Context: an optimization exercise on an open-source flow, tuned for small area and a short achievable clock period. The choices shown serve that exercise and are no tape-out recipe. At most, simulation tests tie the RTL to the original design; equivalence was not proved. Power and IR drop assume default switching activity.

==> try-yarrow: inputs <==
// ex_stage
module ex_stage (
	input  logic        clk,
	input  logic        arst_n_i,
	input  logic [306:0] ex_in_flat_i,  
	input  logic [31:0] mem_rdata_i,
	input  logic        irq_i,
	input  logic [31:0] irq_addr_i,
	output logic [97:0] mem_flat_o,    
	output logic [82:0] wb_flat_o,     
	output logic [32:0] jump_flat_o    
);
Settings: LEC_CHECK=0, CAP_MARGIN=20, CORE_MARGIN=2, CORE_UTILIZATION=25, SLEW_MARGIN=20; clock period 5.0 ns.
run.sh (not shown) runs the stock make flow with config.mk's settings and CLKGATE_MAP_FILE= SYNTH_SCRIPT=/design/flow/synth_recipe.tcl, a recipe that flattens the netlist after the stock synthesis.
==> inputs of try-violet, as changes to try-yarrow <==
--- a/flow/design.v
+++ b/flow/design.v
@@ -101,10 +101,88 @@
 	typedef struct packed {
 		logic  flag;
 		word_t addr;
 	} jump_t;
 endpackage
+module ex_add #(
+	parameter int ARCH = 1
+) (
+	input  logic [31:0] a_i,
+	input  logic [31:0] b_i,
+	input  logic        ci_i,
+	output logic [31:0] s_o,
+	output logic [31:0] p_o,
+	output logic        co_o
+);
+	logic [31:0] g0, p0;
+	logic [31:0] gl [0:9];
+	logic [31:0] pl [0:9];
+	logic [31:0] gc;  
+	assign p0 = a_i ^ b_i;
+	assign g0 = (a_i & b_i) | {31'd0, p0[0] & ci_i};
+	always_comb begin
+		for (int l = 0; l < 10; l++) begin
+			gl[l] = '0;
+			pl[l] = '0;
+		end
+		gl[0] = g0;
+		pl[0] = p0;
+		gc    = '0;
+		if (ARCH == 0) begin
+			for (int l = 0; l < 5; l++) begin
+				gl[l+1] = gl[l];
+				pl[l+1] = pl[l];
+				for (int i = 0; i < 32; i++) begin
+					if (i >= (1 << l)) begin
+						gl[l+1][i] = gl[l][i] | (pl[l][i] & gl[l][i-(1<<l)]);
+						pl[l+1][i] = pl[l][i] & pl[l][i-(1<<l)];
+					end
+				end
+			end
+			gc = gl[5];
+		end else if (ARCH == 1) begin
+			for (int l = 0; l < 5; l++) begin
+				gl[l+1] = gl[l];
+				pl[l+1] = pl[l];
+				for (int i = 0; i < 32; i++) begin
+					if (((i >> l) & 1) == 1) begin
+						gl[l+1][i] = gl[l][i] | (pl[l][i] & gl[l][((i >> l) << l) - 1]);
+						pl[l+1][i] = pl[l][i] & pl[l][((i >> l) << l) - 1];
+					end
+				end
+			end
+			gc = gl[5];
+		end else begin
+			for (int l = 0; l < 5; l++) begin
+				gl[l+1] = gl[l];
+				pl[l+1] = pl[l];
+				for (int i = 0; i < 32; i++) begin
+					if (((i + 1) % (2 << l)) == 0) begin
+						gl[l+1][i] = gl[l][i] | (pl[l][i] & gl[l][i-(1<<l)]);
+						pl[l+1][i] = pl[l][i] & pl[l][i-(1<<l)];
+					end
+				end
+			end
+			for (int k = 0; k < 4; k++) begin
+				int l;
+				l = 3 - k;
+				gl[k+6] = gl[k+5];
+				pl[k+6] = pl[k+5];
+				for (int i = 0; i < 32; i++) begin
+					if (i >= (2 << l) && ((i + 1) % (2 << l)) == (1 << l)) begin
+						gl[k+6][i] = gl[k+5][i] | (pl[k+5][i] & gl[k+5][i-(1<<l)]);
+						pl[k+6][i] = pl[k+5][i] & pl[k+5][i-(1<<l)];
+					end
+				end
+			end
+			gc = gl[9];
+		end
+	end
+	assign s_o  = p0 ^ {gc[30:0], ci_i};
+	assign p_o  = p0;
+	assign co_o = gc[31];
+endmodule
 module ex_stage (
 	input  logic        clk,
 	input  logic        arst_n_i,
 	input  logic [306:0] ex_in_flat_i,  
 	input  logic [31:0] mem_rdata_i,
@@ -145,20 +223,29 @@
 	assign is_system = opc == ex_pkg::OPC_SYSTEM;
 	logic ld_ok, st_ok, csr_ok;
 	assign ld_ok  = !(f3 == 3'd3 || f3 == 3'd6 || f3 == 3'd7);
 	assign st_ok  = !f3[2] && !(f3[1] && f3[0]);
 	assign csr_ok = f3[1:0] != 2'd0;
+	localparam int ARCH_ALU = 1;
+	localparam int ARCH_AT  = 1;
+	localparam bit JGATE    = 1'b0;
 	logic        sub;
-	logic [32:0] sum33;
-	logic [31:0] sum;
+	logic [31:0] sum, alu_p;
+	logic        alu_co;
 	logic        ltu, lt, eq;
-	assign sub   = !inst[2] && (inst[6] || f3[1] || (!f3[0] && inst[5] && inst[30]));
-	assign sum33 = {1'b0, op1} + {1'b0, op2 ^ {32{sub}}} + {32'd0, sub};
-	assign sum   = sum33[31:0];
-	assign ltu   = !sum33[32];
-	assign lt    = ltu ^ op1[31] ^ op2[31];
-	assign eq    = op1 == op2;
+	assign sub = !inst[2] && (inst[6] || f3[1] || (!f3[0] && inst[5] && inst[30]));
+	ex_add #(.ARCH(ARCH_ALU)) u_alu_add (
+		.a_i  (op1),
+		.b_i  (op2 ^ {32{sub}}),
+		.ci_i (sub),
+		.s_o  (sum),
+		.p_o  (alu_p),
+		.co_o (alu_co)
+	);
+	assign ltu = !alu_co;
+	assign lt  = ltu ^ op1[31] ^ op2[31];
+	assign eq  = &alu_p;  
 	logic [4:0]  sh;
 	logic [31:0] sh_in, sh_out, sh_rev;
 	logic        fill;
 	assign sh   = inst[5] ? rs2[4:0] : inst[24:20];
 	assign fill = inst[14] && inst[30] && rs1[31];
@@ -181,13 +268,25 @@
 			3'd6:    alu = op1 | op2;
 			default: alu = op1 & op2;
 		endcase
 	end
 	logic [11:0] imm;
-	logic [31:0] addr;
+	logic [31:0] at_a, at_b, at_sum, at_p, addr, target;
+	logic        at_co;
 	assign imm  = {inst[31:25], inst[5] ? inst[11:7] : inst[24:20]};
-	assign addr = rs1 + {{20{imm[11]}}, imm};
+	assign at_a = inst[6] ? opj1 : rs1;
+	assign at_b = inst[6] ? opj2 : {{20{imm[11]}}, imm};
+	ex_add #(.ARCH(ARCH_AT)) u_at_add (
+		.a_i  (at_a),
+		.b_i  (at_b),
+		.ci_i (1'b0),
+		.s_o  (at_sum),
+		.p_o  (at_p),
+		.co_o (at_co)
+	);
+	assign addr   = at_sum;
+	assign target = at_sum;
 	logic [7:0]  ld_byte;
 	logic [15:0] ld_half;
 	logic [31:0] ld_data;
 	always_comb begin
 		case (addr[1:0])
@@ -247,16 +346,14 @@
 			3'd6:    taken = ltu;
 			3'd7:    taken = !ltu;
 			default: taken = 1'b0;
 		endcase
 	end
-	logic [31:0] target;
 	logic        jflag;
 	logic [31:0] jaddr;
-	assign target = opj1 + opj2;
-	assign jflag  = irq_i || is_jump || (is_branch && taken);
-	assign jaddr  = irq_i ? irq_addr_i : (jflag ? target : '0);
+	assign jflag = irq_i || is_jump || (is_branch && taken);
+	assign jaddr = irq_i ? irq_addr_i : ((JGATE || jflag) ? target : '0);
 	logic req0, wen0;
 	assign req0 = (is_load && ld_ok) || (is_store && st_ok);
 	assign wen0 = is_store && st_ok;
 	logic        q_req, q_wen, q_wen0;
 	logic [31:0] q_addr, q_wdata;
@@ -297,7 +394,7 @@
 			q_jaddr <= jaddr;
 		end
 	end
 	assign mem_flat_o  = {q_req, q_wen, q_addr, q_addr & {32{q_wen0}}, q_wdata};
 	assign wb_flat_o   = {q_rwe, q_rwa, q_rdata, q_cwe, q_cwa, q_cdata};
-	assign jump_flat_o = {q_jflag, q_jaddr};
+	assign jump_flat_o = {q_jflag, JGATE ? (q_jaddr & {32{q_jflag}}) : q_jaddr};
 endmodule
==> flow/flow/run.sh (new file) <==
#!/bin/bash
export BUFFER_PORTS_ARGS="-buffer_cell sky130_fd_sc_hd__buf_1"
bash standard.sh > standard.log 2>&1
==> flow/standard.sh (new file) <==
#!/bin/bash
# synth_recipe.tcl (not shown) runs the flow's synth.tcl, then flattens the netlist and writes it again
# the make line also repeats each setting of config.mk as NAME=value (left out here)
make -C /OpenROAD-flow-scripts/flow DESIGN_CONFIG=/design/flow/config.mk WORK_HOME=/design/flow/orfs CLKGATE_MAP_FILE= SYNTH_SCRIPT=/design/flow/synth_recipe.tcl "${@:-finish}"
Settings changed: CORE_UTILIZATION 25 to 40, SETUP_SLACK_MARGIN set to 2.0.
removed: flow/run.sh
==> inputs of try-zinc, as changes to try-yarrow <==
--- a/flow/design.v
+++ b/flow/design.v
@@ -101,10 +101,88 @@
 	typedef struct packed {
 		logic  flag;
 		word_t addr;
 	} jump_t;
 endpackage
+module ex_add #(
+	parameter int ARCH = 1
+) (
+	input  logic [31:0] a_i,
+	input  logic [31:0] b_i,
+	input  logic        ci_i,
+	output logic [31:0] s_o,
+	output logic [31:0] p_o,
+	output logic        co_o
+);
+	logic [31:0] g0, p0;
+	logic [31:0] gl [0:9];
+	logic [31:0] pl [0:9];
+	logic [31:0] gc;  
+	assign p0 = a_i ^ b_i;
+	assign g0 = (a_i & b_i) | {31'd0, p0[0] & ci_i};
+	always_comb begin
+		for (int l = 0; l < 10; l++) begin
+			gl[l] = '0;
+			pl[l] = '0;
+		end
+		gl[0] = g0;
+		pl[0] = p0;
+		gc    = '0;
+		if (ARCH == 0) begin
+			for (int l = 0; l < 5; l++) begin
+				gl[l+1] = gl[l];
+				pl[l+1] = pl[l];
+				for (int i = 0; i < 32; i++) begin
+					if (i >= (1 << l)) begin
+						gl[l+1][i] = gl[l][i] | (pl[l][i] & gl[l][i-(1<<l)]);
+						pl[l+1][i] = pl[l][i] & pl[l][i-(1<<l)];
+					end
+				end
+			end
+			gc = gl[5];
+		end else if (ARCH == 1) begin
+			for (int l = 0; l < 5; l++) begin
+				gl[l+1] = gl[l];
+				pl[l+1] = pl[l];
+				for (int i = 0; i < 32; i++) begin
+					if (((i >> l) & 1) == 1) begin
+						gl[l+1][i] = gl[l][i] | (pl[l][i] & gl[l][((i >> l) << l) - 1]);
+						pl[l+1][i] = pl[l][i] & pl[l][((i >> l) << l) - 1];
+					end
+				end
+			end
+			gc = gl[5];
+		end else begin
+			for (int l = 0; l < 5; l++) begin
+				gl[l+1] = gl[l];
+				pl[l+1] = pl[l];
+				for (int i = 0; i < 32; i++) begin
+					if (((i + 1) % (2 << l)) == 0) begin
+						gl[l+1][i] = gl[l][i] | (pl[l][i] & gl[l][i-(1<<l)]);
+						pl[l+1][i] = pl[l][i] & pl[l][i-(1<<l)];
+					end
+				end
+			end
+			for (int k = 0; k < 4; k++) begin
+				int l;
+				l = 3 - k;
+				gl[k+6] = gl[k+5];
+				pl[k+6] = pl[k+5];
+				for (int i = 0; i < 32; i++) begin
+					if (i >= (2 << l) && ((i + 1) % (2 << l)) == (1 << l)) begin
+						gl[k+6][i] = gl[k+5][i] | (pl[k+5][i] & gl[k+5][i-(1<<l)]);
+						pl[k+6][i] = pl[k+5][i] & pl[k+5][i-(1<<l)];
+					end
+				end
+			end
+			gc = gl[9];
+		end
+	end
+	assign s_o  = p0 ^ {gc[30:0], ci_i};
+	assign p_o  = p0;
+	assign co_o = gc[31];
+endmodule
 module ex_stage (
 	input  logic        clk,
 	input  logic        arst_n_i,
 	input  logic [306:0] ex_in_flat_i,  
 	input  logic [31:0] mem_rdata_i,
@@ -145,20 +223,35 @@
 	assign is_system = opc == ex_pkg::OPC_SYSTEM;
 	logic ld_ok, st_ok, csr_ok;
 	assign ld_ok  = !(f3 == 3'd3 || f3 == 3'd6 || f3 == 3'd7);
 	assign st_ok  = !f3[2] && !(f3[1] && f3[0]);
 	assign csr_ok = f3[1:0] != 2'd0;
-	logic        sub;
-	logic [32:0] sum33;
-	logic [31:0] sum;
+	localparam int ARCH_ALU = 1;
+	localparam int ARCH_AT  = 1;
+	localparam bit JGATE    = 1'b1;
+	logic [31:0] sum, diff, add_p, sub_p;
+	logic        add_co, sub_co;
 	logic        ltu, lt, eq;
-	assign sub   = !inst[2] && (inst[6] || f3[1] || (!f3[0] && inst[5] && inst[30]));
-	assign sum33 = {1'b0, op1} + {1'b0, op2 ^ {32{sub}}} + {32'd0, sub};
-	assign sum   = sum33[31:0];
-	assign ltu   = !sum33[32];
-	assign lt    = ltu ^ op1[31] ^ op2[31];
-	assign eq    = op1 == op2;
+	ex_add #(.ARCH(ARCH_ALU)) u_add (
+		.a_i  (op1),
+		.b_i  (op2),
+		.ci_i (1'b0),
+		.s_o  (sum),
+		.p_o  (add_p),
+		.co_o (add_co)
+	);
+	ex_add #(.ARCH(ARCH_ALU)) u_sub (
+		.a_i  (op1),
+		.b_i  (~op2),
+		.ci_i (1'b1),
+		.s_o  (diff),
+		.p_o  (sub_p),
+		.co_o (sub_co)
+	);
+	assign ltu = !sub_co;
+	assign lt  = ltu ^ op1[31] ^ op2[31];
+	assign eq  = &sub_p;  
 	logic [4:0]  sh;
 	logic [31:0] sh_in, sh_out, sh_rev;
 	logic        fill;
 	assign sh   = inst[5] ? rs2[4:0] : inst[24:20];
 	assign fill = inst[14] && inst[30] && rs1[31];
@@ -170,36 +263,51 @@
 		for (int i = 0; i < 32; i++) sh_rev[i] = sh_out[31-i];
 	end
 	logic [31:0] alu;
 	always_comb begin
 		case (f3)
-			3'd0:    alu = sum;
+			3'd0:    alu = (inst[5] && inst[30]) ? diff : sum;  
 			3'd1:    alu = sh_rev;
 			3'd2:    alu = {31'd0, lt};
 			3'd3:    alu = {31'd0, ltu};
 			3'd4:    alu = op1 ^ op2;
 			3'd5:    alu = sh_out;
 			3'd6:    alu = op1 | op2;
 			default: alu = op1 & op2;
 		endcase
 	end
 	logic [11:0] imm;
-	logic [31:0] addr;
+	logic [31:0] at_a, at_b, at_sum, at_p, addr, target;
+	logic        at_co;
 	assign imm  = {inst[31:25], inst[5] ? inst[11:7] : inst[24:20]};
-	assign addr = rs1 + {{20{imm[11]}}, imm};
+	assign at_a = inst[6] ? opj1 : rs1;
+	assign at_b = inst[6] ? opj2 : {{20{imm[11]}}, imm};
+	ex_add #(.ARCH(ARCH_AT)) u_at_add (
+		.a_i  (at_a),
+		.b_i  (at_b),
+		.ci_i (1'b0),
+		.s_o  (at_sum),
+		.p_o  (at_p),
+		.co_o (at_co)
+	);
+	assign addr   = at_sum;
+	assign target = at_sum;
+	logic [1:0] ld_lo, st_lo;
+	assign ld_lo = rs1[1:0] + inst[21:20];
+	assign st_lo = rs1[1:0] + inst[8:7];
 	logic [7:0]  ld_byte;
 	logic [15:0] ld_half;
 	logic [31:0] ld_data;
 	always_comb begin
-		case (addr[1:0])
+		case (ld_lo)
 			2'd0:    ld_byte = mem_rdata_i[7:0];
 			2'd1:    ld_byte = mem_rdata_i[15:8];
 			2'd2:    ld_byte = mem_rdata_i[23:16];
 			default: ld_byte = mem_rdata_i[31:24];
 		endcase
 	end
-	assign ld_half = addr[1] ? mem_rdata_i[31:16] : mem_rdata_i[15:0];
+	assign ld_half = ld_lo[1] ? mem_rdata_i[31:16] : mem_rdata_i[15:0];
 	always_comb begin
 		case (f3)
 			3'd0:    ld_data = {{24{ld_byte[7]}}, ld_byte};
 			3'd1:    ld_data = {{16{ld_half[15]}}, ld_half};
 			3'd2:    ld_data = mem_rdata_i;
@@ -210,12 +318,12 @@
 	end
 	logic [31:0] st_data;
 	always_comb begin
 		for (int k = 0; k < 4; k++) begin
 			case (f3[1:0])
-				2'd0:    st_data[8*k +: 8] = (addr[1:0] == 2'(k)) ? rs2[7:0] : mem_rdata_i[8*k +: 8];
-				2'd1:    st_data[8*k +: 8] = (addr[1] == k[1]) ? rs2[8*(k%2) +: 8] : mem_rdata_i[8*k +: 8];
+				2'd0:    st_data[8*k +: 8] = (st_lo == 2'(k)) ? rs2[7:0] : mem_rdata_i[8*k +: 8];
+				2'd1:    st_data[8*k +: 8] = (st_lo[1] == k[1]) ? rs2[8*(k%2) +: 8] : mem_rdata_i[8*k +: 8];
 				default: st_data[8*k +: 8] = rs2[8*k +: 8];
 			endcase
 		end
 	end
 	logic [31:0] csr_src, csr_w;
@@ -247,16 +355,14 @@
 			3'd6:    taken = ltu;
 			3'd7:    taken = !ltu;
 			default: taken = 1'b0;
 		endcase
 	end
-	logic [31:0] target;
 	logic        jflag;
 	logic [31:0] jaddr;
-	assign target = opj1 + opj2;
-	assign jflag  = irq_i || is_jump || (is_branch && taken);
-	assign jaddr  = irq_i ? irq_addr_i : (jflag ? target : '0);
+	assign jflag = irq_i || is_jump || (is_branch && taken);
+	assign jaddr = irq_i ? irq_addr_i : ((JGATE || jflag) ? target : '0);
 	logic req0, wen0;
 	assign req0 = (is_load && ld_ok) || (is_store && st_ok);
 	assign wen0 = is_store && st_ok;
 	logic        q_req, q_wen, q_wen0;
 	logic [31:0] q_addr, q_wdata;
@@ -297,7 +403,7 @@
 			q_jaddr <= jaddr;
 		end
 	end
 	assign mem_flat_o  = {q_req, q_wen, q_addr, q_addr & {32{q_wen0}}, q_wdata};
 	assign wb_flat_o   = {q_rwe, q_rwa, q_rdata, q_cwe, q_cwa, q_cdata};
-	assign jump_flat_o = {q_jflag, q_jaddr};
+	assign jump_flat_o = {q_jflag, JGATE ? (q_jaddr & {32{q_jflag}}) : q_jaddr};
 endmodule
==> flow/flow/run.sh (new file) <==
#!/bin/bash
set -e
rm -rf scripts_mod
cp -r "$FLOW_HOME/scripts" scripts_mod
printf 'strash\ndch\nmap -a\ntopo\nstime -c\nbuffer -c\nupsize -c\ndnsize -c\n' > scripts_mod/abc_area.script
export BUFFER_PORTS_ARGS="-buffer_cell sky130_fd_sc_hd__buf_1"
bash standard.sh SCRIPTS_DIR="$PWD/scripts_mod" ABC_AREA=1 ABC_CLOCK_PERIOD_IN_PS=3000 finish > standard.log 2>&1
==> flow/standard.sh (new file) <==
#!/bin/bash
# synth_recipe.tcl (not shown) runs the flow's synth.tcl, then flattens the netlist and writes it again
# the make line also repeats each setting of config.mk as NAME=value (left out here)
make -C /OpenROAD-flow-scripts/flow DESIGN_CONFIG=/design/flow/config.mk WORK_HOME=/design/flow/orfs CLKGATE_MAP_FILE= SYNTH_SCRIPT=/design/flow/synth_recipe.tcl "${@:-finish}"
Settings changed: CORE_UTILIZATION 25 to 40, SETUP_SLACK_MARGIN set to 1.0.
removed: flow/run.sh
==> summary.txt <==
Post-cts gate resize count: try-violet 203; try-zinc 5; try-yarrow 0
Total power consumption of the routed design: try-violet 0.00586 W; try-zinc 0.00497 W; try-yarrow 0.00563 W
Cell area after layout: try-violet 24,500 um2; try-zinc 21,300 um2; try-yarrow 27,000 um2
Diode insertion count for antenna repair: try-violet 6; try-zinc 10; try-yarrow 3
Leakage power: try-violet 10.6 nW; try-zinc 9.93 nW; try-yarrow 11.6 nW
Routability Congestion: try-violet 1.04; try-zinc 1.05; try-yarrow 0.993
Stage delay of the slowest cell on the critical path: try-violet 0.43 ns; try-zinc 0.32 ns; try-yarrow 0.51 ns
Clk slew on worst S/H paths: try-violet 0.10 ns; try-zinc 0.09 ns; try-yarrow 0.09 ns
Detailed-route wire length: try-violet 97,700 um; try-zinc 91,700 um; try-yarrow 102,000 um
Transition time of the tightest slew-check pin: try-violet 1.39 ns; try-zinc 1.05 ns; try-yarrow 1.12 ns
Tapcells inserted: try-violet 585; try-zinc 539; try-yarrow 959
Fill cells: try-violet 4,000; try-zinc 4,492; try-yarrow 7,621
Top fanout value on the critical path: try-violet 8; try-zinc 4; try-yarrow 16
Total GRT Usage: try-violet 0.419; try-zinc 0.402; try-yarrow 0.260
Synthesized Nets: try-violet 2,603; try-zinc 3,070; try-yarrow 2,831
Status: try-violet no timing/DRC/antenna violations; try-zinc no timing/DRC/antenna violations; try-yarrow no timing/DRC/antenna violations
Clock group power: try-violet 0.00147 W; try-zinc 0.00146 W; try-yarrow 0.00143 W
Final core occ: try-violet 0.571; try-zinc 0.505; try-yarrow 0.369
Function not checked in try-yarrow and try-violet: the RTL went through the layout flow alone.

[re-timing with driven ports]
The flow's constraints put no driver on any port. The routed layouts listed below were extracted and timed again, unchanged, in two steps. Step 1: set_driving_cell puts a clkbuf_16 on clk and a buf_2 on each other input, an assumption about the parent block. Step 2 moves the port delays by t, midway between the first and last clock arrival at a register: inputs arrive t later, outputs are due t later. That takes back most of the time a late clock gives input paths. Three values: ideal ports, drivers, drivers and shift; two values: the first two.
run | shift t [ns] | slack for setup (ns) | hold slack, ns | clock arrival spread, ns | cell pins on the clock port's net
try-yarrow | 0.577 | 0.272 / 0.297 / -0.280 | 0.465 / 0.451 / 1.027 | 0.020 / 0.021 | 1
try-violet | 0.558 | 0.683 / 0.680 / 0.121 | 0.464 / 0.426 / 0.985 | 0.025 / 0.025 | 1
try-zinc | 0.566 | 1.108 / 1.136 / 0.570 | 0.526 / 0.490 / 1.055 | 0.014 / 0.015 | 1
With both steps, setup timing fails in try-yarrow, where it was met with ideal ports. For try-violet, which loses most, drivers alone change the setup slack by -0.003 ns; drivers and shift together by -0.562 ns.
